This is an optimization exercise on Yosys and OpenROAD, whose aim is a short achievable clock period and few clock cycles, not a production implementation. Only simulation tests tie the RTL to the original design; equivalence was not proved. Power is estimated from default activity; no workload was simulated.

## design.v

```verilog
`timescale 1ns/100ps
package cpu_isa_pkg;
	typedef enum logic [3:0] {
		NOP     = 4'h0,
		MV_R_C  = 4'h1,
		ADD_R_C = 4'h2,
		SUB_R_C = 4'h3,
		AND_R_C = 4'h4,
		SHR1    = 4'h5,
		JMP     = 4'h6,
		OUT     = 4'h7,
		HALT    = 4'h8
	} opcode_e;
	typedef enum logic [1:0] {
		ALWAYS   = 2'd0,
		IF_ZERO  = 2'd1,
		IF_NZ    = 2'd2,
		IF_CARRY = 2'd3
	} cond_e;
	typedef struct packed {
		opcode_e opcode;
		cond_e cond;
		logic [$clog2(4)-1:0] reg_addr;
		logic [16-1:0] imm;
	} instr_t;
endpackage
`timescale 1ns/100ps
package cpu_ctrl_pkg;
	typedef enum logic {
		IDLE = 1'b0,
		RUN  = 1'b1
	} run_state_e;
	typedef struct packed {
		logic zero;
		logic carry;
	} flags_t;
endpackage
`timescale 1ns/100ps
module apb_prog_loader (
	input  logic CLK,
	input  logic reset,
	input  logic [8-1:0] paddr,
	input  logic psel,
	input  logic penable,
	input  logic pwrite,
	input  logic [31:0] pwdata,
	output logic [31:0] prdata,
	output logic pready,
	output logic pslverr,
	output logic pl_prog_we,
	output logic [5-1:0] pl_prog_addr,
	output logic [24-1:0] pl_prog_wdata,
	output logic pl_start,
	input  logic pl_running,
	input  logic pl_halted,
	input  logic pl_bad_op
);
	logic [8-1:0] prog_off;
	logic ctrl_hit;
	logic status_hit;
	logic prog_hit;
	logic setup;
	logic access;
	logic status_rd;
	logic err_addr;
	logic run_only;
	assign prog_off = paddr - 8'h80;
	assign ctrl_hit = (paddr == 8'h00);
	assign status_hit = (paddr == 8'h04);
	assign prog_hit = (paddr >= 8'h80) && (prog_off[1:0] == 2'b00)
		&& (prog_off[8-1:2] < 32);
	assign setup = psel & ~penable;
	assign access = psel & penable;
	always_ff @(posedge CLK) begin
		if (reset) begin
			err_addr <= 1'b0;
			run_only <= 1'b0;
			status_rd <= 1'b0;
		end else if (setup) begin
			err_addr <= ~(ctrl_hit | status_hit | prog_hit);
			run_only <= pwrite & (prog_hit | (ctrl_hit & pwdata[0]));
			status_rd <= status_hit & ~pwrite;
		end
	end
	assign pslverr = err_addr | (run_only & pl_running);
	assign prdata = {29'b0, {3{status_rd}} & {pl_bad_op, pl_halted, pl_running}};
	assign pready = 1'b1;
	assign pl_prog_we = access & pwrite & prog_hit & ~pslverr;
	assign pl_prog_addr = prog_off[5+1:2];
	assign pl_prog_wdata = pwdata[24-1:0];
	assign pl_start = access & pwrite & ctrl_hit & pwdata[0] & ~pslverr;
endmodule
`timescale 1ns/100ps
module instr_fetch (
	input logic CLK,
	input logic reset,
	input  logic pl_prog_we,
	input  logic [5-1:0] pl_prog_addr,
	input  logic [24-1:0] pl_prog_wdata,
	input  logic pl_start,
	output logic pl_running,
	output logic pl_halted,
	output logic pl_bad_op,
	output cpu_isa_pkg::instr_t bus_instr,
	output logic bus_instr_valid,
	output logic bus_start,
	input  logic bus_stall,
	input  logic bus_jump,
	input  logic [5-1:0] bus_jump_addr,
	output logic bus_pred,
	output logic [5-1:0] bus_alt,
	input  logic bus_halt,
	input  logic bus_bad_op
);
	logic [24-1:0] prog_mem [32];
	cpu_ctrl_pkg::run_state_e state;
	logic [5-1:0] pc;
	logic advance;
	logic [24-1:0] fw;
	logic fpred;
	logic [5-1:0] pc_inc;
	logic [24-1:0] w0;
	logic pred0;
	assign fw = prog_mem[pc];
	assign fpred = (fw[23:20] == 4'h6) & ~fw[18];
	assign pc_inc = (pc == 32 - 1) ? '0 : pc + 1'b1;
	assign w0 = prog_mem[0];
	assign pred0 = (w0[23:20] == 4'h6) & ~w0[18];
	always_ff @(posedge CLK) begin
		if (pl_prog_we)
			prog_mem[pl_prog_addr] <= pl_prog_wdata;
	end
	assign advance = (state == cpu_ctrl_pkg::RUN) & ~bus_stall & ~bus_jump & ~bus_halt;
	always_ff @(posedge CLK) begin
		if (pl_start) begin
			bus_instr <= cpu_isa_pkg::instr_t'(w0);
			bus_pred <= pred0;
			bus_alt <= 5'(1);
		end else if (advance) begin
			bus_instr <= cpu_isa_pkg::instr_t'(fw);
			bus_pred <= fpred;
			bus_alt <= pc_inc;
		end
	end
	always_ff @(posedge CLK) begin
		if (reset) begin
			state <= cpu_ctrl_pkg::IDLE;
			pc <= '0;
			bus_instr_valid <= 1'b0;
			pl_halted <= 1'b0;
			pl_bad_op <= 1'b0;
		end else if (pl_start) begin
			state <= cpu_ctrl_pkg::RUN;
			pc <= pred0 ? w0[5-1:0] : 5'(1);
			bus_instr_valid <= 1'b1;
			pl_halted <= 1'b0;
			pl_bad_op <= 1'b0;
		end else if (state == cpu_ctrl_pkg::RUN) begin
			if (bus_halt) begin
				state <= cpu_ctrl_pkg::IDLE;
				bus_instr_valid <= 1'b0;
				pl_halted <= 1'b1;
				pl_bad_op <= bus_bad_op;
			end else if (bus_jump) begin
				pc <= bus_jump_addr;
				bus_instr_valid <= 1'b0;
			end else if (!bus_stall) begin
				pc <= fpred ? fw[5-1:0] : pc_inc;
				bus_instr_valid <= 1'b1;
			end
		end
	end
	assign pl_running = (state == cpu_ctrl_pkg::RUN);
	assign bus_start = pl_start;
endmodule
`timescale 1ns/100ps
module exec_unit (
	input  logic CLK,
	input  logic reset,
	input  cpu_isa_pkg::instr_t bus_instr,
	input  logic bus_instr_valid,
	input  logic bus_start,
	input  logic bus_pred,
	input  logic [5-1:0] bus_alt,
	output logic bus_stall,
	output logic bus_jump,
	output logic [5-1:0] bus_jump_addr,
	output logic bus_halt,
	output logic bus_bad_op,
	output logic push,
	output logic [16-1:0] push_data,
	input  logic full
);
	logic [16-1:0] regs [4];
	cpu_ctrl_pkg::flags_t flags;
	logic [16-1:0] src;
	logic [16-1:0] alu_res;
	logic alu_c;
	logic wr_reg;
	logic sets_z;
	logic sets_c;
	logic is_jmp;
	logic is_out;
	logic is_halt;
	logic undefined;
	logic cond_true;
	logic active;
	logic stall;
	logic exec_ok;
	assign src = regs[bus_instr.reg_addr];
	always_comb begin
		case (bus_instr.cond)
			cpu_isa_pkg::ALWAYS:   cond_true = 1'b1;
			cpu_isa_pkg::IF_ZERO:  cond_true = flags.zero;
			cpu_isa_pkg::IF_NZ:    cond_true = ~flags.zero;
			cpu_isa_pkg::IF_CARRY: cond_true = flags.carry;
			default:               cond_true = 1'b0;
		endcase
	end
	always_comb begin
		alu_res = src;
		alu_c = flags.carry;
		wr_reg = 1'b0;
		sets_z = 1'b0;
		sets_c = 1'b0;
		is_jmp = 1'b0;
		is_out = 1'b0;
		is_halt = 1'b0;
		undefined = 1'b0;
		case (bus_instr.opcode)
			cpu_isa_pkg::NOP: begin
			end
			cpu_isa_pkg::MV_R_C: begin
				alu_res = bus_instr.imm;
				wr_reg = 1'b1;
			end
			cpu_isa_pkg::ADD_R_C: begin
				{alu_c, alu_res} = {1'b0, src} + {1'b0, bus_instr.imm};
				wr_reg = 1'b1;
				sets_z = 1'b1;
				sets_c = 1'b1;
			end
			cpu_isa_pkg::SUB_R_C: begin
				{alu_c, alu_res} = {1'b0, src} - {1'b0, bus_instr.imm};
				wr_reg = 1'b1;
				sets_z = 1'b1;
				sets_c = 1'b1;
			end
			cpu_isa_pkg::AND_R_C: begin
				alu_res = src & bus_instr.imm;
				wr_reg = 1'b1;
				sets_z = 1'b1;
			end
			cpu_isa_pkg::SHR1: begin
				{alu_res, alu_c} = {1'b0, src};
				wr_reg = 1'b1;
				sets_z = 1'b1;
				sets_c = 1'b1;
			end
			cpu_isa_pkg::JMP:  is_jmp = 1'b1;
			cpu_isa_pkg::OUT:  is_out = 1'b1;
			cpu_isa_pkg::HALT: is_halt = 1'b1;
			default:           undefined = 1'b1;
		endcase
	end
	assign active = bus_instr_valid & cond_true;
	assign stall = active & is_out & full;
	assign exec_ok = active & ~stall;
	assign bus_stall = stall;
	assign bus_jump = bus_instr_valid & is_jmp & (cond_true ^ bus_pred);
	assign bus_jump_addr = bus_pred ? bus_alt : bus_instr.imm[5-1:0];
	assign bus_halt = exec_ok & (is_halt | undefined);
	assign bus_bad_op = exec_ok & undefined;
	assign push = exec_ok & is_out;
	assign push_data = src;
	always_ff @(posedge CLK) begin
		if (reset) begin
			flags <= '0;
		end else if (bus_start) begin
			flags <= '0;
		end else if (exec_ok) begin
			if (sets_z)
				flags.zero <= (alu_res == '0);
			if (sets_c)
				flags.carry <= alu_c;
		end
	end
	always_ff @(posedge CLK) begin
		if (bus_start) begin
			for (int i = 0; i < 4; i++)
				regs[i] <= '0;
		end else if (exec_ok & wr_reg) begin
			regs[bus_instr.reg_addr] <= alu_res;
		end
	end
endmodule
`timescale 1ns/100ps
module out_stream_buf (
	input  logic CLK,
	input  logic reset,
	input  logic push,
	input  logic [16-1:0] push_data,
	output logic full,
	input  logic out_ready,
	output logic [16-1:0] out_data,
	output logic out_valid
);
	localparam int PTR_W = $clog2(4);
	logic [16-1:0] fifo_mem [4];
	logic [PTR_W-1:0] wr_ptr;
	logic [PTR_W-1:0] rd_ptr;
	logic [PTR_W:0] count;
	logic wr_en;
	logic rd_en;
	assign full = (count == 4);
	assign out_valid = (count != '0);
	assign out_data = fifo_mem[rd_ptr];
	assign wr_en = push & ~full;
	assign rd_en = out_valid & out_ready;
	always_ff @(posedge CLK) begin
		if (wr_en)
			fifo_mem[wr_ptr] <= push_data;
	end
	always_ff @(posedge CLK) begin
		if (reset) begin
			wr_ptr <= '0;
			rd_ptr <= '0;
			count <= '0;
		end else begin
			if (wr_en)
				wr_ptr <= wr_ptr + 1'b1;
			if (rd_en)
				rd_ptr <= rd_ptr + 1'b1;
			case ({wr_en, rd_en})
				2'b10:   count <= count + 1'b1;
				2'b01:   count <= count - 1'b1;
				default: count <= count;
			endcase
		end
	end
endmodule
`timescale 1ns/100ps
module cpu_top (
	input  logic CLK,
	input  logic reset,
	input  logic [8-1:0] paddr,
	input  logic psel,
	input  logic penable,
	input  logic pwrite,
	input  logic [31:0] pwdata,
	output logic [31:0] prdata,
	output logic pready,
	output logic pslverr,
	input  logic out_ready,
	output logic [16-1:0] out_data,
	output logic out_valid
);
	logic push;
	logic [16-1:0] push_data;
	logic full;
	logic pl_prog_we;
	logic [5-1:0] pl_prog_addr;
	logic [24-1:0] pl_prog_wdata;
	logic pl_start;
	logic pl_running;
	logic pl_halted;
	logic pl_bad_op;
	cpu_isa_pkg::instr_t ib_instr;
	logic ib_instr_valid;
	logic ib_start;
	logic ib_stall;
	logic ib_jump;
	logic [5-1:0] ib_jump_addr;
	logic ib_halt;
	logic ib_bad_op;
	logic ib_pred;
	logic [5-1:0] ib_alt;
	apb_prog_loader loader_i (
		.CLK(CLK),
		.reset(reset),
		.paddr(paddr),
		.psel(psel),
		.penable(penable),
		.pwrite(pwrite),
		.pwdata(pwdata),
		.prdata(prdata),
		.pready(pready),
		.pslverr(pslverr),
		.pl_prog_we(pl_prog_we),
		.pl_prog_addr(pl_prog_addr),
		.pl_prog_wdata(pl_prog_wdata),
		.pl_start(pl_start),
		.pl_running(pl_running),
		.pl_halted(pl_halted),
		.pl_bad_op(pl_bad_op)
	);
	instr_fetch fetch_i (
		.CLK(CLK),
		.reset(reset),
		.pl_prog_we(pl_prog_we),
		.pl_prog_addr(pl_prog_addr),
		.pl_prog_wdata(pl_prog_wdata),
		.pl_start(pl_start),
		.pl_running(pl_running),
		.pl_halted(pl_halted),
		.pl_bad_op(pl_bad_op),
		.bus_instr(ib_instr),
		.bus_instr_valid(ib_instr_valid),
		.bus_start(ib_start),
		.bus_stall(ib_stall),
		.bus_jump(ib_jump),
		.bus_jump_addr(ib_jump_addr),
		.bus_pred(ib_pred),
		.bus_alt(ib_alt),
		.bus_halt(ib_halt),
		.bus_bad_op(ib_bad_op)
	);
	exec_unit exec_i (
		.CLK(CLK),
		.reset(reset),
		.bus_instr(ib_instr),
		.bus_instr_valid(ib_instr_valid),
		.bus_start(ib_start),
		.bus_stall(ib_stall),
		.bus_jump(ib_jump),
		.bus_jump_addr(ib_jump_addr),
		.bus_pred(ib_pred),
		.bus_alt(ib_alt),
		.bus_halt(ib_halt),
		.bus_bad_op(ib_bad_op),
		.push(push),
		.push_data(push_data),
		.full(full)
	);
	out_stream_buf obuf_i (
		.CLK(CLK),
		.reset(reset),
		.push(push),
		.push_data(push_data),
		.full(full),
		.out_ready(out_ready),
		.out_data(out_data),
		.out_valid(out_valid)
	);
endmodule
```

## run.sh

```bash
#!/bin/bash
# synth_recipe.tcl (not shown) runs the flow's synth.tcl, then flattens the netlist and writes it again
# the make line also repeats each setting of config.mk as NAME=value (left out here)
make -C /OpenROAD-flow-scripts/flow DESIGN_CONFIG=/design/flow/config.mk WORK_HOME=/design/flow/orfs CLKGATE_MAP_FILE= SYNTH_SCRIPT=/design/flow/synth_recipe.tcl finish
```

## config.mk

```make
export PLATFORM = sky130hd
export DESIGN_NAME = cpu_top
export DESIGN_NICKNAME = cpu_top
export VERILOG_FILES = /design/flow/design.v
export SDC_FILE = /design/flow/constraint.sdc
export NUM_CORES = 4
export LEC_CHECK = 0
export CAP_MARGIN = 20
export CORE_MARGIN = 2
export CORE_UTILIZATION = 45
export SETUP_SLACK_MARGIN = 2.0
export SLEW_MARGIN = 20
```

## constraint.sdc

```tcl
create_clock -name core_clock -period 4.5 [get_ports {CLK}]
set_input_delay 0.9000 -clock core_clock [delete_from_list [all_inputs] [get_ports {CLK}]]
set_output_delay 0.9000 -clock core_clock [all_outputs]
set_load 0.01 [all_outputs]
```

==> run notes <==
* Status: finished clean
* Int Power at 14600 uW
* Clock sink count at 956
* Synth Area in Adders at 1.53%
* Drt total wl at 111000 um
* Yosys cell types at 83
* Net Sw Frac at 19.7%
* Vias at 22400
* Clk_skew at 0.0355 ns
* Fin crit period at 3.74 ns
* Clock root buffer: clkbuf_16
* Area grow syn2layout at 27.4%
* Post-placement setup slack at 0.500 ns
* Leak at 0.0165 uW
* Most frequent CP cell: buf_4
* Area fraction in compound gates after synthesis at 3.42%
* Largest cells by area after synthesis: edfxtp_1 69%, mux4_2 15%, dfxtp_1 1.8%
* Layout cells sized above 1 at 39.5%
* Area of the die at 91100 um2
* Worst-case vdd ir drop at 0.341 mV
* Top cells by count, synth: 921 x edfxtp_1, 262 x mux4_2, 175 x nor2_1
* Filler cells at 6475
* H-tree Lvls at 3
* Top_reg_cell synth: edfxtp_1
* Final hold viol count at 0
* Count of input and output buffers at 58
* Ports at 97
* Total Routing Usage GR at 24.2%
* Combinational Power Share at 1.0%
* RSZ-0062 raised after global routing: yes
* FP Rows at 109
* CP Launch Type: flop
* P per Cell Area at 359 nW/um2
* Mapped Avg Cell Area at 18.7 um2
* Layout Cells excl Fill at 3757
* Seq cells post-synth at 956
* Largest net degree at the start of global routing at 37
* Yosys warns at 4
* Final period util at 83.0%
* Worst Max-Slew Pin Slew at 1.06 ns
* Multi-input logic area at 12400 um2
* Routability Congestion at 0.878
* Slew margin rel. at 29.0%
* Max clock buf depth at 3
* Mux cell area share after synthesis at 16.7%
* Synth Area in Simple Gates at 4.66%
* First-pass GRT wire length at 157000 um
* Flop pwr share at 53.3%
* WS Path Type: reg2reg
* Post-route setup TNS at 0 ns
* Post-synth EDFFs at 921
* Area after DPL at 43000 um2
* Top cell type's share of synthesized area at 69.3%
* XOR/XNOR Fraction of Synth Area at 0.307%
* Clock power frac at 45.6%
* CP delay by family, top: compound AO/OA/AOI/OAI gates
* Vias in the first global route at 22400
* Detail Placement HPWL at 56500 um
* Die Y at 302 um
* Net Sw Power at 3600 uW
* Worst-path maximum fanout at 6
* Worst hold path type: reg2reg
* Grt total ovfl at 0
* First-pass DRT Iterations at 5
* Antenna-violating nets left at 0
* DRC at 0
* WP buf/inv at 3
* Count leader, synth: edfxtp_1
* Mapped Cells at 2133
* Die width at 302 um
* Largest family of logic cells by synthesized area: multiplexers
* CP max-delay cell: mux4_2
* Fin. max-slew vios at 0
* Worst setup EP type: flop
* Final WS setup at 0.764 ns
* Cell area after synthesis at 39900 um2
* Nets@finish at 2599
* Core area at 88100 um2
* Max Cap Viol at 0
* Cell taking the most area after synthesis: edfxtp_1
* Wire per inst at 29.6 um
* Register area at 28400 um2
* Setup violations, final at 0
* Clock Latency Late Sink at 0.69 ns
* Async SR Flop Fraction at 0%
* Power, Total at 18200 uW
* Fin area at 50900 um2
* DRT iter0 DRCs at 2619
* Placed Cells at 3327
* CTS tree: done
* # hold bufs at CTS at 0
* Register area share after synthesis at 71.0%
* Clk pin slew, worst setup/hold paths at 0.06 ns
* Cell Chain, Critical Path: buf_8 > mux4_2 > buf_4 > ha_2 > nor2b_2 > a211oi_4 > nor3_4 > o41ai_4 > buf_4 > a21oi_2 > and3_1 > o32ai_1 > nand4_1 > nand2_1
* CP max stage delay at 0.60 ns
* F_max at 268 MHz
* Initial core utilization at 45.3%
* Initial antenna violation count at 4
* Avg Vias per Cell at 5.95
* CTS buffer count at 99
* CP required at 5.12 ns
* Worst Path Arrival at 4.36 ns
## metrics by stage
stage / utilization (%) / hold WS (ns)
after floorplan: - / 0.439
after global placement: 48.8 / 0.465
after detailed placement: 48.8 / 0.463
final: 57.7 / 0.491
after global routing: 57.7 / 0.533
after CTS: 56.1 / 0.471
## placed cells by master (no fill, tap or decap), types with 14 or more instances in the layout
| cell | count |
|---|---|
| o21ai_0 | 21 |
| buf_4 | 148 |
| clkbuf_16 | 115 |
| ha_1 | 19 |
| conb_1 | 30 |
| nand2_1 | 60 |
| nor2_2 | 20 |
| nor3_1 | 15 |
| edfxtp_1 | 921 |
| clkbuf_1 | 25 |
| buf_12 | 56 |
| mux4_2 | 270 |
| a21oi_1 | 38 |
| dfxtp_1 | 23 |
| inv_1 | 40 |
| clkinv_1 | 20 |
| clkdlybuf4s50_1 | 27 |
| nor2_1 | 119 |
| o21ai_2 | 14 |
| clkinv_2 | 15 |
| mux2i_1 | 28 |
| ha_4 | 16 |
| nor2_4 | 36 |
| buf_6 | 72 |
| buf_8 | 15 |
| buf_16 | 34 |
## worst paths after layout
check	from	endpoint	slack (ns)	cells past startpoint
worst max-delay path	flop	exec_i.flags[1]	0.76	14
worst min-delay path	fetch_i.bus_instr_valid	fetch_i.bus_instr_valid	0.49	2
worst max register to register	flop	exec_i.flags[1]	0.76	14
worst min register to register	fetch_i.bus_instr_valid	fetch_i.bus_instr_valid	0.49	2
## area by class of cell
cell class              count  share of cell area, %
repair buffers            383                   9.97
well taps                1165                   2.87
flip-flops and latches    956                   55.8
multi-input cells        1017                   24.5
diodes                      2                0.00984
inverters                  49                  0.376
clock buffers             128                   5.21
clock inverters            57                   1.28
## registers in the layout (all words and copies together) (netlist names), 2 cells and up, named ones only
name	count
fetch_i.bus_instr	24
obuf_i.rd_ptr	2
obuf_i.count	3
fetch_i.bus_alt	5
fetch_i.prog_mem	768
obuf_i.wr_ptr	2
fetch_i.pc	5
exec_i.flags	2
exec_i.regs	64
obuf_i.fifo_mem	64
## power by group through the flow
| stage | registers, uW | clock network, uW | logic, uW |
|---|---|---|---|
| finish | 9730 | 8320 | 189 |
| global route | 9720 | 8810 | 206 |
| CTS | 9730 | 8450 | 186 |
| detailed placement | 9920 | 0 | 178 |
| global placement | 9920 | 0 | 166 |
| floorplan | 9920 | 0 | 59.1 |
## tightest hold or removal path: cells and delay by family (launching register included)
family             cells  cell delay [ns]
AOI/OAI and AO/OA      1             0.06
and+or+nand+nor        1             0.07
DFF                    1             0.33
## metal layers
metal	GRT usage, %	up-vias	part of all wire (%)
met1	32.9	11800	39
met5	0	-	0.023
met3	3.77	197	8.1
met2	40.7	936	50
li1	-	9392	-
met4	7.57	4	3.4
## cell families after synthesis
| family | count (synthesis) |
|---|---|
| DFF | 956 |
| buffers and inverters | 192 |
| xor gates and xnor gates | 14 |
| AOI/OAI and AO/OA | 207 |
| adders and majority gates | 47 |
| muxes | 321 |
| other | 2 |
| and+or+nand+nor | 394 |
## what timing repair did
action / 4_1_cts / 5_1_grt
pin swaps: 68 / 68
endpoints found under the setup margin: 928 / 380
resized for setup: 376 / 146
cloned: 32 / 14
buffers inserted: 130 / 67
Testbench counts, summed over its fixed seeds: cycles 35,240.

static timing again, ports no longer ideal:
The results above use ideal ports. As a check the final layout listed here was re-extracted and re-timed, cells and wires unchanged. Step 1: set_driving_cell puts a clkbuf_16 on CLK and a buf_2 on each other input, an assumption about the parent block. Step 2 also shifts input and output timing later by t, the mid clock arrival at the registers, as if the neighbouring blocks saw the same clock. Three values: ideal ports, drivers, drivers and shift; two values: the first two.
t (ns): 0.736
slack for setup (ns): 0.764 / 0.764 / 0.764
worst setup path at the end: register to register
clock arrival spread, ns: 0.039 / 0.039
worst slew at a driven data input, ns: 0.15
After both steps this run still meets setup and hold. For this run, drivers alone change the setup slack by 0.000 ns; drivers and shift together by 0.000 ns.
